Context: an optimization exercise on an open-source flow, tuned for small area, a short achievable clock period and few clock cycles. The choices shown serve that exercise and are no tape-out recipe.
At most, simulation tests tie the RTL to the original design; equivalence was not proved.

==> inputs of 03-13 <==
==> flow/design.v <==
`default_nettype none
package dsf_pkg;
  localparam logic [1:0] OP_FREQ     = 2'd0;
  localparam logic [1:0] OP_AMP      = 2'd1;
  localparam logic [1:0] OP_PHASE    = 2'd2;
  localparam logic [1:0] OP_FREQ_ALL = 2'd3;
  localparam logic [6:0] SELECT_ADDR_RESET = 7'd0;
  localparam logic [6:0] FREQ_ADDR_RESET   = 7'd4;
  localparam logic [6:0] AMP_ADDR_RESET    = 7'd6;
  localparam logic [6:0] PHASE_ADDR_RESET  = 7'd5;
  localparam logic [22:0] DIV_FREQ = 23'd1953125;
  localparam logic [6:0]  DIV_PHASE  = 7'd45;
  localparam logic [24:0] PHASE_FULL = 25'd23592960;
  localparam logic [24:0] PHASE_TOP  = 25'd23593680;
  function automatic logic [23:0] borrows(input logic [22:0] x, input logic [22:0] d, input int w);
    logic [22:0] g, p, g2, p2;
    logic [23:0] b;
    for (int i = 0; i < 23; i++) begin
      g[i] = (i < w) && d[i] && !x[i];
      p[i] = (i < w) && (d[i] || !x[i]);
    end
    for (int s = 1; s < 23; s = s * 2) begin
      for (int i = 0; i < 23; i++) begin
        if ((i / s) % 2 == 1) begin
          g2[i] = g[i] | (p[i] & g[(i / s) * s - 1]);
          p2[i] = p[i] & p[(i / s) * s - 1];
        end else begin
          g2[i] = g[i];
          p2[i] = p[i];
        end
      end
      g = g2;
      p = p2;
    end
    b[0] = 1'b0;
    for (int i = 0; i < 23; i++) b[i+1] = g[i];
    borrows = b;
  endfunction
  function automatic logic [24:0] sub25(input logic [24:0] x, input logic [24:0] d);
    logic [24:0] g, p, g2, p2;
    logic [25:0] b;
    for (int i = 0; i < 25; i++) begin
      g[i] = d[i] && !x[i];
      p[i] = d[i] || !x[i];
    end
    for (int s = 1; s < 25; s = s * 2) begin
      for (int i = 0; i < 25; i++) begin
        if ((i / s) % 2 == 1) begin
          g2[i] = g[i] | (p[i] & g[(i / s) * s - 1]);
          p2[i] = p[i] & p[(i / s) * s - 1];
        end else begin
          g2[i] = g[i];
          p2[i] = p[i];
        end
      end
      g = g2;
      p = p2;
    end
    b[0] = 1'b0;
    for (int i = 0; i < 25; i++) b[i+1] = g[i];
    sub25 = x ^ d ^ b[24:0];
  endfunction
endpackage
`default_nettype wire
`default_nettype none
module dsf_calc #(
  parameter int K = 1
) (
  input  wire logic [20:0]  a,
  input  wire logic [K-1:0] din,
  output logic [20:0]       a_next,
  output logic [K-1:0]      q
);
  localparam int W = 21 + K;
  localparam int M = (1 << K) - 1;
  logic [W-1:0] x;
  logic [M+1:1] ge;
  logic [23:0]  bf [M+1];
  logic [22:0]  df [M+1];
  logic [M:0]   sel;
  logic [W-1:0] flip;
  assign x = {a, din};
  always_comb begin
    for (int j = 1; j <= M; j++) begin
      df[j] = 23'(dsf_pkg::DIV_FREQ * j);
      bf[j] = dsf_pkg::borrows(23'(x), df[j], W);
      ge[j] = !bf[j][W];
    end
    ge[M+1] = 1'b0;
    df[0] = '0;
    bf[0] = '0;
  end
  always_comb begin
    sel[0] = !ge[1];
    for (int j = 1; j <= M; j++) sel[j] = ge[j] && !ge[j+1];
    q = '0;
    for (int j = 1; j <= M; j++) if (sel[j]) q = K'(j);
  end
  always_comb begin
    for (int i = 0; i < W; i++) begin
      flip[i] = 1'b0;
      for (int j = 1; j <= M; j++) flip[i] = flip[i] | (sel[j] & (df[j][i] ^ bf[j][i]));
    end
  end
  assign a_next = x[20:0] ^ flip[20:0];
endmodule
module dsf_phase_step (
  input  wire logic [5:0] r,
  input  wire logic       din,
  output logic [5:0]      r_next,
  output logic            q
);
  logic [6:0] x;
  assign x      = {r, din};
  assign q      = (x >= dsf_pkg::DIV_PHASE);
  assign r_next = q ? 6'(x - dsf_pkg::DIV_PHASE) : x[5:0];
endmodule
`default_nettype wire
`default_nettype none
module dds_spi_command_framer_core (
  input  wire logic        clk,
  input  wire logic        rst,
  input  wire logic        cmd_valid,
  output logic             cmd_ready,
  input  wire logic [1:0]  cmd_op,
  input  wire logic [2:0]  cmd_channel,
  input  wire logic [28:0] cmd_frequency_hz,
  input  wire logic [15:0] cmd_amplitude_word,
  input  wire logic [25:0] cmd_phase_deg_q16,
  output logic             spi_valid,
  input  wire logic        spi_ready,
  output logic [7:0]       spi_byte,
  output logic             spi_frame_end,
  output logic             spi_last,
  input  wire logic        cfg_wr_en,
  input  wire logic [1:0]  cfg_index,
  input  wire logic [6:0]  cfg_data
);
  logic [6:0]  sel_addr, freq_addr, amp_addr, phase_addr;
  logic        busy;
  logic [1:0]  op;
  logic [1:0]  ch;
  logic [2:0]  idx;
  logic        dv;         
  logic        is_phase;
  logic [20:0] a;
  logic [31:0] q;
  logic        out_valid;
  logic [7:0]  out_byte;
  logic        out_frame_end;
  logic        out_last;
  logic        adv;
  logic [2:0]  lidx;
  logic        pair_end;
  logic        cmd_end;
  logic        take;
  logic        keep;
  logic        step_en;
  logic [6:0]  val_addr;
  logic [7:0]  byte_next;
  logic [20:0] fa1, fa2, fa3;
  logic [1:0]  qa, qb;
  logic        qc;
  logic        din_c;
  logic [31:0] sq2, sq5;
  logic [5:0]  pr [6];
  logic [4:0]  pq;
  logic [24:0] ph_num;
  logic [20:0] a_init;
  logic [31:0] q_init;
  always_ff @(posedge clk) begin
    if (rst) begin
      sel_addr   <= dsf_pkg::SELECT_ADDR_RESET;
      freq_addr  <= dsf_pkg::FREQ_ADDR_RESET;
      amp_addr   <= dsf_pkg::AMP_ADDR_RESET;
      phase_addr <= dsf_pkg::PHASE_ADDR_RESET;
    end else if (cfg_wr_en) begin
      case (cfg_index)
        2'd0: sel_addr   <= cfg_data;
        2'd1: freq_addr  <= cfg_data;
        2'd2: amp_addr   <= cfg_data;
        default: phase_addr <= cfg_data;
      endcase
    end
  end
  assign adv       = !out_valid || spi_ready;
  assign pair_end  = (idx == lidx);
  assign cmd_end   = pair_end && ((op != dsf_pkg::OP_FREQ_ALL) || (ch == 2'd3));
  assign cmd_ready = !busy || (adv && cmd_end);
  assign take      = cmd_valid && cmd_ready;
  assign keep      = (cmd_op == dsf_pkg::OP_FREQ_ALL) || !cmd_channel[2];
  assign step_en   = busy && adv && dv;
  always_comb begin
    case (op)
      dsf_pkg::OP_AMP:   lidx = 3'd5;
      dsf_pkg::OP_PHASE: lidx = 3'd4;
      default:           lidx = 3'd6;
    endcase
  end
  always_comb begin
    case (op)
      dsf_pkg::OP_AMP:   val_addr = amp_addr;
      dsf_pkg::OP_PHASE: val_addr = phase_addr;
      default:           val_addr = freq_addr;
    endcase
  end
  dsf_calc #(.K(2)) u_step0 (.a (a),   .din (q[31:30]), .a_next (fa1), .q (qa));
  dsf_calc #(.K(2)) u_step1 (.a (fa1), .din (q[29:28]), .a_next (fa2), .q (qb));
  assign din_c = q[27] && (idx != 3'd6);
  dsf_calc #(.K(1)) u_step2 (.a (fa2), .din (din_c),    .a_next (fa3), .q (qc));
  assign pr[0] = a[5:0];
  for (genvar i = 0; i < 5; i++) begin : g_ph
    dsf_phase_step u_ph (.r (pr[i]), .din (q[31-i]), .r_next (pr[i+1]), .q (pq[4-i]));
  end
  assign sq2 = {q[29:0], qa};
  assign sq5 = {q[26:0], (is_phase ? pq : {qa, qb, qc})};
  always_comb begin
    if (cmd_phase_deg_q16[25]) begin
      ph_num = dsf_pkg::PHASE_TOP;
    end else if (cmd_phase_deg_q16[24:0] > dsf_pkg::PHASE_FULL) begin
      ph_num = dsf_pkg::PHASE_TOP - dsf_pkg::PHASE_FULL;
    end else begin
      ph_num = ~dsf_pkg::sub25(cmd_phase_deg_q16[24:0], dsf_pkg::PHASE_TOP + 25'd1);
    end
  end
  always_comb begin
    a_init = {3'd0, cmd_frequency_hz[28:11]};
    case (cmd_op)
      dsf_pkg::OP_PHASE: begin
        a_init[5:0] = {5'd0, ph_num[24]};
        q_init = {ph_num[23:5], 13'd0};
      end
      dsf_pkg::OP_AMP: begin
        q_init = {8'h00, cmd_amplitude_word[15:8] | 8'h10, cmd_amplitude_word[7:0], 8'h00};
      end
      default: begin
        q_init = {cmd_frequency_hz[10:0], 21'd0};
      end
    endcase
  end
  always_comb begin
    case (idx)
      3'd0:    byte_next = {1'b0, sel_addr};
      3'd1:    byte_next = 8'h10 << ch;
      3'd2:    byte_next = {1'b0, val_addr};
      3'd3:    byte_next = dv ? q[11:4] : q[31:24];
      3'd4:    byte_next = dv ? q[8:1]  : q[23:16];
      3'd5:    byte_next = dv ? sq2[7:0] : q[15:8];
      default: byte_next = dv ? sq5[7:0] : q[7:0];
    endcase
  end
  always_ff @(posedge clk) begin
    if (rst) begin
      busy      <= 1'b0;
      out_valid <= 1'b0;
    end else begin
      if (adv) begin
        out_valid <= busy;
      end
      if (cmd_ready) begin
        busy <= cmd_valid && keep;
      end
    end
  end
  always_ff @(posedge clk) begin
    if (take) begin
      op       <= cmd_op;
      is_phase <= (cmd_op == dsf_pkg::OP_PHASE);
      dv       <= (cmd_op != dsf_pkg::OP_AMP);
      ch       <= (cmd_op == dsf_pkg::OP_FREQ_ALL) ? 2'd0 : cmd_channel[1:0];
      idx      <= 3'd0;
      a        <= a_init;
      q        <= q_init;
    end else begin
      if (busy && adv) begin
        if (pair_end) begin
          idx <= 3'd0;
          ch  <= ch + 2'd1;
          dv  <= 1'b0;
        end else begin
          idx <= idx + 3'd1;
        end
      end
      if (step_en) begin
        a <= {fa3[20:6], (is_phase ? pr[5] : fa3[5:0])};
        q <= sq5;
      end
    end
  end
  always_ff @(posedge clk) begin
    if (busy && adv) begin
      out_byte      <= byte_next;
      out_frame_end <= (idx == 3'd1) || pair_end;
      out_last      <= cmd_end;
    end
  end
  assign spi_valid     = out_valid;
  assign spi_byte      = out_byte;
  assign spi_frame_end = out_frame_end;
  assign spi_last      = out_last;
endmodule
`default_nettype wire
==> flow/run.sh <==
#!/bin/bash
# synth_recipe.tcl (not shown) runs the flow's synth.tcl, then flattens the netlist and writes it again
# the make line also repeats each setting of config.mk as NAME=value (left out here)
make -C /OpenROAD-flow-scripts/flow DESIGN_CONFIG=/design/flow/config.mk WORK_HOME=/design/flow/orfs CLKGATE_MAP_FILE= SYNTH_SCRIPT=/design/flow/synth_recipe.tcl finish
==> flow/config.mk <==
export PLATFORM = sky130hd
export DESIGN_NAME = dds_spi_command_framer_core
export DESIGN_NICKNAME = dds_spi_command_framer_core
export VERILOG_FILES = /design/flow/design.v
export SDC_FILE = /design/flow/constraint.sdc
export NUM_CORES = 4
export LEC_CHECK = 0
export ABC_AREA = 1
export CAP_MARGIN = 20
export CORE_MARGIN = 2
export CORE_UTILIZATION = 40
export SETUP_SLACK_MARGIN = 5
export SLEW_MARGIN = 20
==> flow/constraint.sdc <==
create_clock -name core_clock -period 10.0 [get_ports {clk}]
set_input_delay 2.0000 -clock core_clock [delete_from_list [all_inputs] [get_ports {clk}]]
set_output_delay 2.0000 -clock core_clock [all_outputs]
set_load 0.01 [all_outputs]
==> 12-07: changes against 03-13 <==
--- a/flow/design.v
+++ b/flow/design.v
@@ -9,7 +9,7 @@
   localparam logic [6:0] AMP_ADDR_RESET    = 7'd6;
   localparam logic [6:0] PHASE_ADDR_RESET  = 7'd5;
   localparam logic [22:0] DIV_FREQ = 23'd1953125;
-  localparam logic [6:0]  DIV_PHASE  = 7'd45;
+  localparam logic [22:0] DIV_PHASE = 23'd1474560;
   localparam logic [24:0] PHASE_FULL = 25'd23592960;
   localparam logic [24:0] PHASE_TOP  = 25'd23593680;
   function automatic logic [23:0] borrows(input logic [22:0] x, input logic [22:0] d, input int w);
@@ -45,9 +45,9 @@
     end
     for (int s = 1; s < 25; s = s * 2) begin
       for (int i = 0; i < 25; i++) begin
-        if ((i / s) % 2 == 1) begin
-          g2[i] = g[i] | (p[i] & g[(i / s) * s - 1]);
-          p2[i] = p[i] & p[(i / s) * s - 1];
+        if (i >= s) begin
+          g2[i] = g[i] | (p[i] & g[i-s]);
+          p2[i] = p[i] & p[i-s];
         end else begin
           g2[i] = g[i];
           p2[i] = p[i];
@@ -66,6 +66,7 @@
 module dsf_calc #(
   parameter int K = 1
 ) (
+  input  wire logic         phase,
   input  wire logic [20:0]  a,
   input  wire logic [K-1:0] din,
   output logic [20:0]       a_next,
@@ -74,23 +75,32 @@
   localparam int W = 21 + K;
   localparam int M = (1 << K) - 1;
   logic [W-1:0] x;
-  logic [M+1:1] ge;
+  logic [M:1]   gef, gep;
   logic [23:0]  bf [M+1];
+  logic [23:0]  bp [M+1];
   logic [22:0]  df [M+1];
+  logic [22:0]  dp [M+1];
   logic [M:0]   sel;
   logic [W-1:0] flip;
   assign x = {a, din};
   always_comb begin
     for (int j = 1; j <= M; j++) begin
       df[j] = 23'(dsf_pkg::DIV_FREQ * j);
+      dp[j] = 23'(dsf_pkg::DIV_PHASE * j);
       bf[j] = dsf_pkg::borrows(23'(x), df[j], W);
-      ge[j] = !bf[j][W];
+      bp[j] = dsf_pkg::borrows(23'(x), dp[j], W);
+      gef[j] = !bf[j][W];
+      gep[j] = !bp[j][W];
     end
-    ge[M+1] = 1'b0;
     df[0] = '0;
+    dp[0] = '0;
     bf[0] = '0;
+    bp[0] = '0;
   end
   always_comb begin
+    logic [M+1:1] ge;
+    ge[M+1] = 1'b0;
+    for (int j = 1; j <= M; j++) ge[j] = phase ? gep[j] : gef[j];
     sel[0] = !ge[1];
     for (int j = 1; j <= M; j++) sel[j] = ge[j] && !ge[j+1];
     q = '0;
@@ -99,22 +109,13 @@
   always_comb begin
     for (int i = 0; i < W; i++) begin
       flip[i] = 1'b0;
-      for (int j = 1; j <= M; j++) flip[i] = flip[i] | (sel[j] & (df[j][i] ^ bf[j][i]));
+      for (int j = 1; j <= M; j++) begin
+        flip[i] = flip[i] | (sel[j] & (phase ? (dp[j][i] ^ bp[j][i]) : (df[j][i] ^ bf[j][i])));
+      end
     end
   end
   assign a_next = x[20:0] ^ flip[20:0];
 endmodule
-module dsf_phase_step (
-  input  wire logic [5:0] r,
-  input  wire logic       din,
-  output logic [5:0]      r_next,
-  output logic            q
-);
-  logic [6:0] x;
-  assign x      = {r, din};
-  assign q      = (x >= dsf_pkg::DIV_PHASE);
-  assign r_next = q ? 6'(x - dsf_pkg::DIV_PHASE) : x[5:0];
-endmodule
 `default_nettype wire
 `default_nettype none
 module dds_spi_command_framer_core (
@@ -141,8 +142,6 @@
   logic [1:0]  op;
   logic [1:0]  ch;
   logic [2:0]  idx;
-  logic        dv;         
-  logic        is_phase;
   logic [20:0] a;
   logic [31:0] q;
   logic        out_valid;
@@ -150,6 +149,7 @@
   logic        out_frame_end;
   logic        out_last;
   logic        adv;
+  logic        dv;
   logic [2:0]  lidx;
   logic        pair_end;
   logic        cmd_end;
@@ -158,13 +158,10 @@
   logic        step_en;
   logic [6:0]  val_addr;
   logic [7:0]  byte_next;
-  logic [20:0] fa1, fa2, fa3;
-  logic [1:0]  qa, qb;
-  logic        qc;
-  logic        din_c;
+  logic [20:0] sa [4];
   logic [31:0] sq2, sq5;
-  logic [5:0]  pr [6];
-  logic [4:0]  pq;
+  logic        is_phase;
+  logic        last_byte;
   logic [24:0] ph_num;
   logic [20:0] a_init;
   logic [31:0] q_init;
@@ -183,13 +180,14 @@
       endcase
     end
   end
-  assign adv       = !out_valid || spi_ready;
-  assign pair_end  = (idx == lidx);
-  assign cmd_end   = pair_end && ((op != dsf_pkg::OP_FREQ_ALL) || (ch == 2'd3));
+  assign adv      = !out_valid || spi_ready;
+  assign last_byte = (idx == 3'd6);
+  assign pair_end = (idx == lidx);
+  assign cmd_end  = pair_end && ((op != dsf_pkg::OP_FREQ_ALL) || (ch == 2'd3));
   assign cmd_ready = !busy || (adv && cmd_end);
-  assign take      = cmd_valid && cmd_ready;
-  assign keep      = (cmd_op == dsf_pkg::OP_FREQ_ALL) || !cmd_channel[2];
-  assign step_en   = busy && adv && dv;
+  assign take     = cmd_valid && cmd_ready;
+  assign keep     = (cmd_op == dsf_pkg::OP_FREQ_ALL) || !cmd_channel[2];
+  assign step_en  = busy && adv && dv;
   always_comb begin
     case (op)
       dsf_pkg::OP_AMP:   lidx = 3'd5;
@@ -204,16 +202,21 @@
       default:           val_addr = freq_addr;
     endcase
   end
-  dsf_calc #(.K(2)) u_step0 (.a (a),   .din (q[31:30]), .a_next (fa1), .q (qa));
-  dsf_calc #(.K(2)) u_step1 (.a (fa1), .din (q[29:28]), .a_next (fa2), .q (qb));
-  assign din_c = q[27] && (idx != 3'd6);
-  dsf_calc #(.K(1)) u_step2 (.a (fa2), .din (din_c),    .a_next (fa3), .q (qc));
-  assign pr[0] = a[5:0];
-  for (genvar i = 0; i < 5; i++) begin : g_ph
-    dsf_phase_step u_ph (.r (pr[i]), .din (q[31-i]), .r_next (pr[i+1]), .q (pq[4-i]));
-  end
+  logic [1:0] qa, qb;
+  logic       qc;
+  logic       din_c;
+  dsf_calc #(.K(2)) u_step0 (
+    .phase (is_phase), .a (a), .din (q[31:30]), .a_next (sa[1]), .q (qa)
+  );
+  dsf_calc #(.K(2)) u_step1 (
+    .phase (is_phase), .a (sa[1]), .din (q[29:28]), .a_next (sa[2]), .q (qb)
+  );
+  assign din_c = q[27] && !last_byte;
+  dsf_calc #(.K(1)) u_step2 (
+    .phase (is_phase), .a (sa[2]), .din (din_c), .a_next (sa[3]), .q (qc)
+  );
   assign sq2 = {q[29:0], qa};
-  assign sq5 = {q[26:0], (is_phase ? pq : {qa, qb, qc})};
+  assign sq5 = {q[26:0], qa, qb, qc};
   always_comb begin
     if (cmd_phase_deg_q16[25]) begin
       ph_num = dsf_pkg::PHASE_TOP;
@@ -224,16 +227,17 @@
     end
   end
   always_comb begin
-    a_init = {3'd0, cmd_frequency_hz[28:11]};
     case (cmd_op)
       dsf_pkg::OP_PHASE: begin
-        a_init[5:0] = {5'd0, ph_num[24]};
-        q_init = {ph_num[23:5], 13'd0};
+        a_init = {5'd0, ph_num[24:9]};
+        q_init = {ph_num[8:0], 23'd0};
       end
       dsf_pkg::OP_AMP: begin
+        a_init = {3'd0, cmd_frequency_hz[28:11]};
         q_init = {8'h00, cmd_amplitude_word[15:8] | 8'h10, cmd_amplitude_word[7:0], 8'h00};
       end
       default: begin
+        a_init = {3'd0, cmd_frequency_hz[28:11]};
         q_init = {cmd_frequency_hz[10:0], 21'd0};
       end
     endcase
@@ -264,25 +268,25 @@
   end
   always_ff @(posedge clk) begin
     if (take) begin
-      op       <= cmd_op;
+      op  <= cmd_op;
       is_phase <= (cmd_op == dsf_pkg::OP_PHASE);
-      dv       <= (cmd_op != dsf_pkg::OP_AMP);
-      ch       <= (cmd_op == dsf_pkg::OP_FREQ_ALL) ? 2'd0 : cmd_channel[1:0];
-      idx      <= 3'd0;
-      a        <= a_init;
-      q        <= q_init;
+      dv  <= (cmd_op != dsf_pkg::OP_AMP);
+      ch  <= (cmd_op == dsf_pkg::OP_FREQ_ALL) ? 2'd0 : cmd_channel[1:0];
+      idx <= 3'd0;
+      a   <= a_init;
+      q   <= q_init;
     end else begin
       if (busy && adv) begin
         if (pair_end) begin
           idx <= 3'd0;
-          ch  <= ch + 2'd1;
           dv  <= 1'b0;
+          ch  <= ch + 2'd1;
         end else begin
           idx <= idx + 3'd1;
         end
       end
       if (step_en) begin
-        a <= {fa3[20:6], (is_phase ? pr[5] : fa3[5:0])};
+        a <= sa[3];
         q <= sq5;
       end
     end
==> flow/flow/run.sh (new file) <==
#!/bin/bash
# The standard layout (standard synthesis included), with the port buffers
# made of sky130_fd_sc_hd__buf_1 instead of the delay cell buffer_ports picks
# by default. ORFS keeps each step's full log under orfs/logs; make's own
# output goes to make_finish.log here.
set -euo pipefail
bash standard.sh "BUFFER_PORTS_ARGS=-buffer_cell sky130_fd_sc_hd__buf_1" finish > make_finish.log 2>&1
==> flow/standard.sh (new file) <==
#!/bin/bash
# synth_recipe.tcl (not shown) runs the flow's synth.tcl, then flattens the netlist and writes it again
# the make line also repeats each setting of config.mk as NAME=value (left out here)
make -C /OpenROAD-flow-scripts/flow DESIGN_CONFIG=/design/flow/config.mk WORK_HOME=/design/flow/orfs CLKGATE_MAP_FILE= SYNTH_SCRIPT=/design/flow/synth_recipe.tcl "${@:-finish}"
removed: flow/run.sh
==> results.yml <==
run_status:
  status: "timing/DRC/antenna clean"
synthesis:
  yosysSeqAreaShare: 0.275
  synth-simple-area-share: 0.439
sta:
  finalCritPeriodShare: 0.492
setup_path:
  required_ns: 10.23
  critPathMaxStageDelay_ns: 0.54
cells_and_area:
  inv_count: 185
  multi_input_area_um2: 6790
detailed_routing:
  vias_per_cell: 5.58
  wl_met1_um: 15200
global_routing:
  grt_pass1_wl_um: 51500
the above is filed under 12-07

==> results.yml <==
run_status:
  status: "timing/DRC/antenna clean"
setup_path:
  required_ns: 10.12
  crit_buf_inv: 4
cells_and_area:
  inv_count: 205
  multi_input_area_um2: 7300
global_routing:
  grt_pass1_wl_um: 52200
synthesis:
  yosysSeqAreaShare: 0.271
  synth-simple-area-share: 0.424
detailed_routing:
  vias_per_cell: 5.50
  wl_met1_um: 14600
sta:
  finalCritPeriodShare: 0.487
the above is filed under 03-13

Testbench counts of 12-07, summed over its fixed seeds: cycles 10,932.
The RTL of 03-13 was laid out without a check of its function.

static timing again, ports no longer ideal:
The flow's constraints put no driver on any port. The routed layouts listed below were extracted and timed again, unchanged, in two steps. Step 1 (the two cells are an assumption about what drives the block):
set clk [get_ports {clk}]
set_driving_cell -lib_cell sky130_fd_sc_hd__clkbuf_16 $clk
set_driving_cell -lib_cell sky130_fd_sc_hd__buf_2 [delete_from_list [all_inputs] $clk]
Step 2, shift: input delay + t, output delay - t, t = (earliest + latest rising clock arrival at the registers) / 2. This alone moves slack from input paths to output paths. a / b / c = ideal ports / drivers / drivers and shift; a / b = the first two.
| run | t, ns | setup slack, ns | worst data-port slew with drivers (ns) |
|---|---|---|---|
| 03-13 | 0.401 | 5.125 / 5.125 / 4.919 | 0.04 |
| 12-07 | 0.405 | 5.083 / 5.083 / 5.083 | 0.04 |
After both steps every run listed still meets setup and hold. For 03-13, which loses most, drivers alone change the setup slack by 0.000 ns; drivers and shift together by -0.206 ns.
